Background: an optimization exercise with open tools, aiming at small area, a short achievable clock period and few clock cycles per item. Do not read the settings as production practice.
Where RTL was checked, it was by simulation tests only, not by an equivalence proof against the original.
Power figures rest on the tool's default switching activity, not on a simulated workload.

==> module mbps_pattern_store, before the edit <==
module mbps_pattern_store #(
  parameter int unsigned PatternMax = 32,
  parameter int unsigned IdxW       = 5,
  parameter int unsigned ByteW      = 8
) (
  input  wire                         clk_i,
  input  wire                         load_write_i,
  input  wire [IdxW-1:0]              load_idx_i,
  input  wire [ByteW-1:0]             load_data_i,
  input  wire                         load_wild_i,
  output logic [PatternMax*ByteW-1:0] pat_o,
  output logic [PatternMax-1:0]       wild_o
);
  always_ff @(posedge clk_i) begin
    for (int unsigned k = 0; k < PatternMax; k++) begin
      if (load_write_i && load_idx_i == IdxW'(k)) begin
        pat_o[k*ByteW +: ByteW] <= load_data_i;
        wild_o[k]               <= load_wild_i;
      end
    end
  end
endmodule
==> module masked_byte_pattern_search, before the edit <==
module masked_byte_pattern_search (
  input  wire          clk_i,
  input  wire          rst_ni,
  input  wire          cfg_we_i,
  input  wire [5:0]    cfg_pattern_length_i,
  input  wire          in_valid_i,
  output logic         in_ready_o,
  input  wire          mode_i,
  input  wire [4:0]    element_index_i,
  input  wire [7:0]    byte_value_i,
  input  wire          wildcard_req_i,
  input  wire          last_byte_i,
  output logic         out_valid_o,
  input  wire          out_ready_i,
  output logic         found_o,
  output logic [15:0]  match_offset_o
);
  localparam int unsigned PatternMax = 32;
  localparam int unsigned IdxW       = 5;
  localparam int unsigned ByteW      = 8;
  localparam int unsigned CountW     = 16;
  localparam logic        ModeScan   = 1'b1;
  logic [5:0]        len_q;
  logic              busy_q;
  logic              in_valid_q, b_scan_q, b_last_q;
  logic              closed_q;    
  logic              rep_q;       
  logic              en_q;        
  logic [CountW-1:0] off_q;       
  logic              out_valid_q, found_q;
  logic              accept, apply, exec, scan, match, hit;
  logic              taken_q, fresh_q, match_q, match_use;
  logic              ld_go_q, ld_wild_q;
  logic [IdxW-1:0]   ld_idx_q;
  logic [ByteW-1:0]  ld_data_q;
  logic              rep_cur, en_cur, sat;
  logic [CountW-1:0] off_cur;
  logic [CountW:0]   off_inc;
  logic [CountW-1:0] sat_val;
  logic [PatternMax*ByteW-1:0] pat_row;
  logic [PatternMax-1:0]       wild_row;
  logic              in_valid_d, out_valid_d;
  always_ff @(posedge clk_i or negedge rst_ni) begin
    if (!rst_ni) begin
      len_q <= 6'd1;
    end else if (cfg_we_i) begin
      if (cfg_pattern_length_i[5]) begin
        len_q <= 6'(PatternMax);
      end else if (cfg_pattern_length_i[4:0] == '0) begin
        len_q <= 6'd1;
      end else begin
        len_q <= cfg_pattern_length_i;
      end
    end
  end
  assign exec       = in_valid_q && (!out_valid_q || out_ready_i);
  assign in_ready_o = !busy_q || out_ready_i;
  assign accept     = in_valid_i && in_ready_o;
  assign apply      = in_valid_i && !taken_q;
  assign scan       = exec && (b_scan_q == ModeScan);
  always_ff @(posedge clk_i or negedge rst_ni) begin
    if (!rst_ni) begin
      in_valid_q <= 1'b0;
    end else begin
      in_valid_q <= in_valid_d;
    end
  end
  always_ff @(posedge clk_i) begin
    if (accept) begin
      b_scan_q <= mode_i;
      b_last_q <= last_byte_i;
    end
  end
  mbps_pattern_store #(
    .PatternMax (PatternMax),
    .IdxW       (IdxW),
    .ByteW      (ByteW)
  ) u_store (
    .clk_i        (clk_i),
    .load_write_i (ld_go_q),
    .load_idx_i   (ld_idx_q),
    .load_data_i  (ld_data_q),
    .load_wild_i  (ld_wild_q),
    .pat_o        (pat_row),
    .wild_o       (wild_row)
  );
  logic [PatternMax*ByteW-1:0]     win_q;
  logic [(PatternMax+1)*ByteW-1:0] up_row;
  logic [PatternMax-1:0]           take_new, take_up, tap_ok;
  logic                            shift, keep;
  assign shift  = apply && (mode_i == ModeScan);
  assign up_row = {{ByteW{1'b0}}, win_q};
  always_comb begin
    keep = !shift;
    for (int unsigned j = 0; j < PatternMax; j++) begin
      take_new[j] = shift && (j == PatternMax - 1 || 6'(j + 1) >= len_q);
      take_up[j]  = shift && !(j == PatternMax - 1 || 6'(j + 1) >= len_q);
    end
  end
  for (genvar j = 0; j < PatternMax; j++) begin : g_pos
    for (genvar b = 0; b < ByteW; b++) begin : g_bit
      mbps_window_bit u_bit (
        .clk_i      (clk_i),
        .keep_i     (keep),
        .take_new_i (take_new[j]),
        .take_up_i  (take_up[j]),
        .new_i      (byte_value_i[b]),
        .up_i       (up_row[(j+1)*ByteW + b]),
        .q_o        (win_q[j*ByteW + b])
      );
    end
  end
  always_comb begin
    for (int unsigned j = 0; j < PatternMax; j++) begin
      tap_ok[j] = (6'(j) >= len_q) || wild_row[j] ||
                  (pat_row[j*ByteW +: ByteW] == win_q[j*ByteW +: ByteW]);
    end
    match = &tap_ok;
  end
  always_ff @(posedge clk_i or negedge rst_ni) begin
    if (!rst_ni) begin
      ld_go_q <= 1'b0;
    end else begin
      ld_go_q <= apply && (mode_i != ModeScan);
    end
  end
  always_ff @(posedge clk_i) begin
    ld_idx_q  <= element_index_i;
    ld_data_q <= byte_value_i;
    ld_wild_q <= wildcard_req_i;
  end
  always_ff @(posedge clk_i or negedge rst_ni) begin
    if (!rst_ni) begin
      taken_q <= 1'b0;
      fresh_q <= 1'b0;
    end else begin
      taken_q <= in_valid_i && !in_ready_o;
      fresh_q <= accept;
    end
  end
  always_ff @(posedge clk_i) begin
    if (fresh_q) begin
      match_q <= match;
    end
  end
  assign match_use = fresh_q ? match : match_q;
  always_comb begin
    sat_val = ~{10'd0, len_q};
    off_inc = {1'b0, off_q} + (CountW + 1)'(1);
    sat     = en_q && (off_q == sat_val);
    if (closed_q) begin
      rep_cur = 1'b0;
      en_cur  = (len_q == 6'd1);
      off_cur = CountW'(1) - CountW'(len_q);
    end else begin
      rep_cur = rep_q;
      en_cur  = en_q || off_inc[CountW];
      off_cur = (rep_q || sat) ? off_q : off_inc[CountW-1:0];
    end
    hit = !rep_cur && en_cur && match_use;
  end
  assign in_valid_d  = in_ready_o ? in_valid_i : in_valid_q;
  assign out_valid_d = exec ? (scan && (hit || (b_last_q && !rep_cur)))
                            : (out_valid_q && !out_ready_i);
  always_ff @(posedge clk_i or negedge rst_ni) begin
    if (!rst_ni) begin
      busy_q <= 1'b0;
    end else begin
      busy_q <= in_valid_d && out_valid_d;
    end
  end
  always_ff @(posedge clk_i or negedge rst_ni) begin
    if (!rst_ni) begin
      closed_q    <= 1'b1;
      out_valid_q <= 1'b0;
    end else begin
      if (scan) begin
        closed_q <= b_last_q;
      end
      out_valid_q <= out_valid_d;
    end
  end
  always_ff @(posedge clk_i) begin
    if (scan) begin
      rep_q   <= rep_cur || hit;
      en_q    <= en_cur;
      off_q   <= (b_last_q && !rep_cur && !hit) ? '0 : off_cur;
      found_q <= hit;
    end
  end
  assign out_valid_o    = out_valid_q;
  assign found_o        = found_q;
  assign match_offset_o = off_q;
endmodule
Settings: LEC_CHECK=0, CAP_MARGIN=20, CORE_MARGIN=2, CORE_UTILIZATION=50, CTS_CLUSTER_DIAMETER=100, CTS_CLUSTER_SIZE=30, SETUP_SLACK_MARGIN=3.9, SLEW_MARGIN=20, SYNTH_HIERARCHICAL=1; clock period 7.0 ns.
run.sh (not shown) runs the stock make flow with config.mk's settings and CLKGATE_MAP_FILE= SYNTH_SCRIPT=/design/flow/synth_recipe.tcl, a recipe that flattens the netlist after the stock synthesis.
The first run went through all stages and came out clean.
Testbench counts at the start, summed over its fixed seeds: cycles 35,837, items 35,633.
Rerun with:
--- a/flow/design.v
+++ b/flow/design.v
@@ -9,19 +9,47 @@
   input  wire [IdxW-1:0]              load_idx_i,
   input  wire [ByteW-1:0]             load_data_i,
   input  wire                         load_wild_i,
   output logic [PatternMax*ByteW-1:0] pat_o,
   output logic [PatternMax-1:0]       wild_o
 );
-  always_ff @(posedge clk_i) begin
+  logic [PatternMax-1:0] write, hold;
+  always_comb begin
     for (int unsigned k = 0; k < PatternMax; k++) begin
-      if (load_write_i && load_idx_i == IdxW'(k)) begin
-        pat_o[k*ByteW +: ByteW] <= load_data_i;
-        wild_o[k]               <= load_wild_i;
-      end
-    end
+      write[k] = load_write_i && load_idx_i == IdxW'(k);
+      hold[k]  = !write[k];
+    end
+  end
+  logic [ByteW:0] load_word;
+  assign load_word = {load_wild_i, load_data_i};
+  for (genvar k = 0; k < PatternMax; k++) begin : g_pos
+    logic [ByteW:0] word;
+    assign pat_o[k*ByteW +: ByteW] = word[ByteW-1:0];
+    assign wild_o[k]               = word[ByteW];
+    for (genvar b = 0; b <= ByteW; b++) begin : g_bit
+      mbps_pattern_bit u_bit (
+        .clk_i   (clk_i),
+        .write_i (write[k]),
+        .hold_i  (hold[k]),
+        .d_i     (load_word[b]),
+        .q_o     (word[b])
+      );
+    end
+  end
+endmodule
+`default_nettype wire
+`default_nettype none
+module mbps_pattern_bit (
+  input  wire  clk_i,
+  input  wire  write_i,
+  input  wire  hold_i,
+  input  wire  d_i,
+  output logic q_o
+);
+  always_ff @(posedge clk_i) begin
+    q_o <= (write_i & d_i) | (hold_i & q_o);
   end
 endmodule
 `default_nettype wire
 `default_nettype none
 module mbps_window_bit (
   input  wire  clk_i,
@@ -76,13 +104,12 @@
   logic              rep_cur, en_cur, sat;
   logic [CountW-1:0] off_cur;
   logic [CountW:0]   off_inc;
   logic [CountW-1:0] sat_val;
   logic [PatternMax*ByteW-1:0] pat_row;
   logic [PatternMax-1:0]       wild_row;
-  logic              in_valid_d, out_valid_d;
   always_ff @(posedge clk_i or negedge rst_ni) begin
     if (!rst_ni) begin
       len_q <= 6'd1;
     end else if (cfg_we_i) begin
       if (cfg_pattern_length_i[5]) begin
         len_q <= 6'(PatternMax);
@@ -196,12 +223,13 @@
       rep_cur = rep_q;
       en_cur  = en_q || off_inc[CountW];
       off_cur = (rep_q || sat) ? off_q : off_inc[CountW-1:0];
     end
     hit = !rep_cur && en_cur && match_use;
   end
+  logic in_valid_d, out_valid_d;
   assign in_valid_d  = in_ready_o ? in_valid_i : in_valid_q;
   assign out_valid_d = exec ? (scan && (hit || (b_last_q && !rep_cur)))
                             : (out_valid_q && !out_ready_i);
   always_ff @(posedge clk_i or negedge rst_ni) begin
     if (!rst_ni) begin
       busy_q <= 1'b0;
Effect: Final area stays flat; flip-flop and latch count stays the same; total power rises by 8.1%; cell count is higher by 14%; sequential power climbs by about 2%; via count went up by 18%; clock power is about the same; first-iteration DRC count went up by 5.6%; routed wire length is higher by 11%; combinational power climbs by 43%; worst setup slack gains 0.0056 ns.
No functional check of the RTL was part of the second run of this note.

---

Another version of the RTL of masked_byte_pattern_search (not shown whole).
Size in the first run: about 1800 cells after synthesis, ~590 flip-flops, about 46 I/O pins, roughly 23000 um2 of cells after synthesis.
// masked_byte_pattern_search
module masked_byte_pattern_search (
  input  wire          clk_i,
  input  wire          rst_ni,
  input  wire          cfg_we_i,
  input  wire [5:0]    cfg_pattern_length_i,
  input  wire          in_valid_i,
  output logic         in_ready_o,
  input  wire          mode_i,
  input  wire [4:0]    element_index_i,
  input  wire [7:0]    byte_value_i,
  input  wire          wildcard_req_i,
  input  wire          last_byte_i,
  output logic         out_valid_o,
  input  wire          out_ready_i,
  output logic         found_o,
  output logic [15:0]  match_offset_o
);
  localparam int unsigned PatternMax = 32;
  localparam int unsigned IdxW       = 5;
  localparam int unsigned ByteW      = 8;
  localparam int unsigned CountW     = 16;
  localparam logic        ModeScan   = 1'b1;
  logic [5:0]        len_q;
  logic              busy_q;
  logic              in_valid_q, b_scan_q, b_last_q;
  logic              closed_q;    
  logic              rep_q;       
  logic              en_q;        
  logic [CountW-1:0] off_q;       
  logic              out_valid_q, found_q;
  logic              accept, apply, exec, scan, match, hit;
  logic              taken_q, fresh_q, match_q, match_use;
  logic              ld_go_q, ld_wild_q;
  logic [IdxW-1:0]   ld_idx_q;
  logic [ByteW-1:0]  ld_data_q;
  logic              rep_cur, en_cur, sat;
  logic [CountW-1:0] off_cur;
  logic [CountW:0]   off_inc;
  logic [CountW-1:0] sat_val;
  logic [PatternMax*ByteW-1:0] pat_row;
  logic [PatternMax-1:0]       wild_row;
  always_ff @(posedge clk_i or negedge rst_ni) begin
    if (!rst_ni) begin
      len_q <= 6'd1;
    end else if (cfg_we_i) begin
      if (cfg_pattern_length_i[5]) begin
        len_q <= 6'(PatternMax);
      end else if (cfg_pattern_length_i[4:0] == '0) begin
        len_q <= 6'd1;
      end else begin
        len_q <= cfg_pattern_length_i;
      end
    end
  end
  assign exec       = in_valid_q && (!out_valid_q || out_ready_i);
  assign in_ready_o = !busy_q || out_ready_i;
  assign accept     = in_valid_i && in_ready_o;
  assign apply      = in_valid_i && !taken_q;
  ...
==> module mbps_window_bit, before the edit <==
module mbps_window_bit (
  input  wire  clk_i,
  input  wire  keep_i,
  input  wire  take_new_i,
  input  wire  take_up_i,
  input  wire  new_i,
  input  wire  up_i,
  output logic q_o
);
  always_ff @(posedge clk_i) begin
    q_o <= (keep_i & q_o) | (take_new_i & new_i) | (take_up_i & up_i);
  end
endmodule
==> module masked_byte_pattern_search, before the edit <==
module masked_byte_pattern_search (
  input  wire          clk_i,
  input  wire          rst_ni,
  input  wire          cfg_we_i,
  input  wire [5:0]    cfg_pattern_length_i,
  input  wire          in_valid_i,
  output logic         in_ready_o,
  input  wire          mode_i,
  input  wire [4:0]    element_index_i,
  input  wire [7:0]    byte_value_i,
  input  wire          wildcard_req_i,
  input  wire          last_byte_i,
  output logic         out_valid_o,
  input  wire          out_ready_i,
  output logic         found_o,
  output logic [15:0]  match_offset_o
);
  localparam int unsigned PatternMax = 32;
  localparam int unsigned IdxW       = 5;
  localparam int unsigned ByteW      = 8;
  localparam int unsigned CountW     = 16;
  localparam logic        ModeScan   = 1'b1;
  logic [5:0]        len_q;
  logic              busy_q;
  logic              in_valid_q, b_scan_q, b_last_q;
  logic              closed_q;    
  logic              rep_q;       
  logic              en_q;        
  logic [CountW-1:0] off_q;       
  logic              out_valid_q, found_q;
  logic              accept, apply, exec, scan, match, hit;
  logic              taken_q, fresh_q, match_q, match_use;
  logic              ld_go_q, ld_wild_q;
  logic [IdxW-1:0]   ld_idx_q;
  logic [ByteW-1:0]  ld_data_q;
  logic              rep_cur, en_cur, sat;
  logic [CountW-1:0] off_cur;
  logic [CountW:0]   off_inc;
  logic [CountW-1:0] sat_val;
  logic [PatternMax*ByteW-1:0] pat_row;
  logic [PatternMax-1:0]       wild_row;
  always_ff @(posedge clk_i or negedge rst_ni) begin
    if (!rst_ni) begin
      len_q <= 6'd1;
    end else if (cfg_we_i) begin
      if (cfg_pattern_length_i[5]) begin
        len_q <= 6'(PatternMax);
      end else if (cfg_pattern_length_i[4:0] == '0) begin
        len_q <= 6'd1;
      end else begin
        len_q <= cfg_pattern_length_i;
      end
    end
  end
  assign exec       = in_valid_q && (!out_valid_q || out_ready_i);
  assign in_ready_o = !busy_q || out_ready_i;
  assign accept     = in_valid_i && in_ready_o;
  assign apply      = in_valid_i && !taken_q;
  assign scan       = exec && (b_scan_q == ModeScan);
  always_ff @(posedge clk_i or negedge rst_ni) begin
    if (!rst_ni) begin
      in_valid_q <= 1'b0;
    end else begin
      in_valid_q <= in_valid_d;
    end
  end
  always_ff @(posedge clk_i) begin
    if (accept) begin
      b_scan_q <= mode_i;
      b_last_q <= last_byte_i;
    end
  end
  mbps_pattern_store #(
    .PatternMax (PatternMax),
    .IdxW       (IdxW),
    .ByteW      (ByteW)
  ) u_store (
    .clk_i        (clk_i),
    .load_write_i (ld_go_q),
    .load_idx_i   (ld_idx_q),
    .load_data_i  (ld_data_q),
    .load_wild_i  (ld_wild_q),
    .pat_o        (pat_row),
    .wild_o       (wild_row)
  );
  logic [PatternMax*ByteW-1:0]     win_q;
  logic [(PatternMax+1)*ByteW-1:0] up_row;
  logic [PatternMax-1:0]           take_new, take_up, tap_ok;
  logic                            shift, keep;
  assign shift  = apply && (mode_i == ModeScan);
  assign up_row = {{ByteW{1'b0}}, win_q};
  always_comb begin
    keep = !shift;
    for (int unsigned j = 0; j < PatternMax; j++) begin
      take_new[j] = shift && (j == PatternMax - 1 || 6'(j + 1) >= len_q);
      take_up[j]  = shift && !(j == PatternMax - 1 || 6'(j + 1) >= len_q);
    end
  end
  for (genvar j = 0; j < PatternMax; j++) begin : g_pos
    for (genvar b = 0; b < ByteW; b++) begin : g_bit
      mbps_window_bit u_bit (
        .clk_i      (clk_i),
        .keep_i     (keep),
        .take_new_i (take_new[j]),
        .take_up_i  (take_up[j]),
        .new_i      (byte_value_i[b]),
        .up_i       (up_row[(j+1)*ByteW + b]),
        .q_o        (win_q[j*ByteW + b])
      );
    end
  end
  always_comb begin
    for (int unsigned j = 0; j < PatternMax; j++) begin
      tap_ok[j] = (6'(j) >= len_q) || wild_row[j] ||
                  (pat_row[j*ByteW +: ByteW] == win_q[j*ByteW +: ByteW]);
    end
    match = &tap_ok;
  end
  always_ff @(posedge clk_i or negedge rst_ni) begin
    if (!rst_ni) begin
      ld_go_q <= 1'b0;
    end else begin
      ld_go_q <= apply && (mode_i != ModeScan);
    end
  end
  always_ff @(posedge clk_i) begin
    ld_idx_q  <= element_index_i;
    ld_data_q <= byte_value_i;
    ld_wild_q <= wildcard_req_i;
  end
  always_ff @(posedge clk_i or negedge rst_ni) begin
    if (!rst_ni) begin
      taken_q <= 1'b0;
      fresh_q <= 1'b0;
    end else begin
      taken_q <= in_valid_i && !in_ready_o;
      fresh_q <= accept;
    end
  end
  always_ff @(posedge clk_i) begin
    if (fresh_q) begin
      match_q <= match;
    end
  end
  assign match_use = fresh_q ? match : match_q;
  always_comb begin
    sat_val = ~{10'd0, len_q};
    off_inc = {1'b0, off_q} + (CountW + 1)'(1);
    sat     = en_q && (off_q == sat_val);
    if (closed_q) begin
      rep_cur = 1'b0;
      en_cur  = (len_q == 6'd1);
      off_cur = CountW'(1) - CountW'(len_q);
    end else begin
      rep_cur = rep_q;
      en_cur  = en_q || off_inc[CountW];
      off_cur = (rep_q || sat) ? off_q : off_inc[CountW-1:0];
    end
    hit = !rep_cur && en_cur && match_use;
  end
  logic in_valid_d, out_valid_d;
  assign in_valid_d  = in_ready_o ? in_valid_i : in_valid_q;
  assign out_valid_d = exec ? (scan && (hit || (b_last_q && !rep_cur)))
                            : (out_valid_q && !out_ready_i);
  always_ff @(posedge clk_i or negedge rst_ni) begin
    if (!rst_ni) begin
      busy_q <= 1'b0;
    end else begin
      busy_q <= in_valid_d && out_valid_d;
    end
  end
  always_ff @(posedge clk_i or negedge rst_ni) begin
    if (!rst_ni) begin
      closed_q    <= 1'b1;
      out_valid_q <= 1'b0;
    end else begin
      if (scan) begin
        closed_q <= b_last_q;
      end
      out_valid_q <= out_valid_d;
    end
  end
  always_ff @(posedge clk_i) begin
    if (scan) begin
      rep_q   <= rep_cur || hit;
      en_q    <= en_cur;
      off_q   <= (b_last_q && !rep_cur && !hit) ? '0 : off_cur;
      found_q <= hit;
    end
  end
  assign out_valid_o    = out_valid_q;
  assign found_o        = found_q;
  assign match_offset_o = off_q;
endmodule
Settings: LEC_CHECK=0, CAP_MARGIN=20, CORE_MARGIN=2, CORE_UTILIZATION=40, CTS_CLUSTER_DIAMETER=100, CTS_CLUSTER_SIZE=30, SETUP_SLACK_MARGIN=3.9, SLEW_MARGIN=20, SYNTH_HIERARCHICAL=1; clock period 7.0 ns.
Testbench counts at the start, summed over its fixed seeds: cycles 35,837, items 35,633.
Next try:
--- a/flow/design.v
+++ b/flow/design.v
@@ -21,21 +21,25 @@
     end
   end
 endmodule
 `default_nettype wire
 `default_nettype none
-module mbps_window_bit (
-  input  wire  clk_i,
-  input  wire  keep_i,
-  input  wire  take_new_i,
-  input  wire  take_up_i,
-  input  wire  new_i,
-  input  wire  up_i,
-  output logic q_o
+module mbps_window_byte #(
+  parameter int unsigned ByteW = 8
+) (
+  input  wire              clk_i,
+  input  wire              keep_i,
+  input  wire              take_new_i,
+  input  wire              take_up_i,
+  input  wire [ByteW-1:0]  new_i,
+  input  wire [ByteW-1:0]  up_i,
+  output logic [ByteW-1:0] q_o
 );
   always_ff @(posedge clk_i) begin
-    q_o <= (keep_i & q_o) | (take_new_i & new_i) | (take_up_i & up_i);
+    q_o <= ({ByteW{keep_i}}     & q_o) |
+           ({ByteW{take_new_i}} & new_i) |
+           ({ByteW{take_up_i}}  & up_i);
   end
 endmodule
 `default_nettype wire
 `default_nettype none
 module masked_byte_pattern_search (
@@ -135,21 +139,21 @@
       take_new[j] = shift && (j == PatternMax - 1 || 6'(j + 1) >= len_q);
       take_up[j]  = shift && !(j == PatternMax - 1 || 6'(j + 1) >= len_q);
     end
   end
   for (genvar j = 0; j < PatternMax; j++) begin : g_pos
-    for (genvar b = 0; b < ByteW; b++) begin : g_bit
-      mbps_window_bit u_bit (
-        .clk_i      (clk_i),
-        .keep_i     (keep),
-        .take_new_i (take_new[j]),
-        .take_up_i  (take_up[j]),
-        .new_i      (byte_value_i[b]),
-        .up_i       (up_row[(j+1)*ByteW + b]),
-        .q_o        (win_q[j*ByteW + b])
-      );
-    end
+    mbps_window_byte #(
+      .ByteW (ByteW)
+    ) u_byte (
+      .clk_i      (clk_i),
+      .keep_i     (keep),
+      .take_new_i (take_new[j]),
+      .take_up_i  (take_up[j]),
+      .new_i      (byte_value_i),
+      .up_i       (up_row[(j+1)*ByteW +: ByteW]),
+      .q_o        (win_q[j*ByteW +: ByteW])
+    );
   end
   always_comb begin
     for (int unsigned j = 0; j < PatternMax; j++) begin
       tap_ok[j] = (6'(j) >= len_q) || wild_row[j] ||
                   (pat_row[j*ByteW +: ByteW] == win_q[j*ByteW +: ByteW]);
The new run ran to the end with no violations.
Count of clock-buffer cells in the layout goes down by 3.
Cell area went up by 1.0%.
Worst setup slack degrades by 0.18 ns.
Wire length rose by 5.0%.
Synthesized cell count rises by 6.4%.
Register-to-register slack got worse by 0.27 ns.
Synthesized area increases by 3.7%.
Cell count grows by 1.5%.
Sequential cell count stays the same.
Total power is higher by 2.5%.
Via count grows by 1.7%.
Sequential share of layout area falls by 0.58 points.
No functional check of the RTL was part of the second run of this note.

==> what the ideal ports hide <==
No port has a modelled driver above. Below, the same layouts with a new extraction and two added sets of constraints.
Step 1 sets driving cells, clkbuf_16 on the clock port and buf_2 on the other inputs (assumed; they add their load-dependent delay and slew).
Step 2, shift: input delay + t, output delay - t, t = (earliest + latest rising clock arrival at the registers) / 2. This alone moves slack from input paths to output paths.
Three values: ideal ports, drivers, drivers and shift; two values: the first two.
run | t, ns | setup slack, ns | hold slack, ns | latest minus earliest clock arrival (ns) | worst register clock-pin slew, ns
the first run of note 1 | 0.631 | 3.856 / 3.836 / 3.410 | 0.485 / 0.485 / 0.485 | 0.021 / 0.020 | 0.12 / 0.12
the second run of note 1 | 0.651 | 3.862 / 3.830 / 3.293 | 0.437 / 0.437 / 0.437 | 0.031 / 0.031 | 0.12 / 0.12
the first run of note 2 | 0.627 | 3.859 / 3.825 / 3.395 | 0.423 / 0.423 / 0.423 | 0.026 / 0.025 | 0.12 / 0.12
the second run of note 2 | 0.656 | 3.678 / 3.678 / 3.214 | 0.497 / 0.497 / 0.497 | 0.034 / 0.034 | 0.12 / 0.12
After both steps every run listed still meets setup and hold. The setup slack of the second run of note 1, which loses most, moves by -0.032 ns with the drivers and by -0.569 ns with both steps.
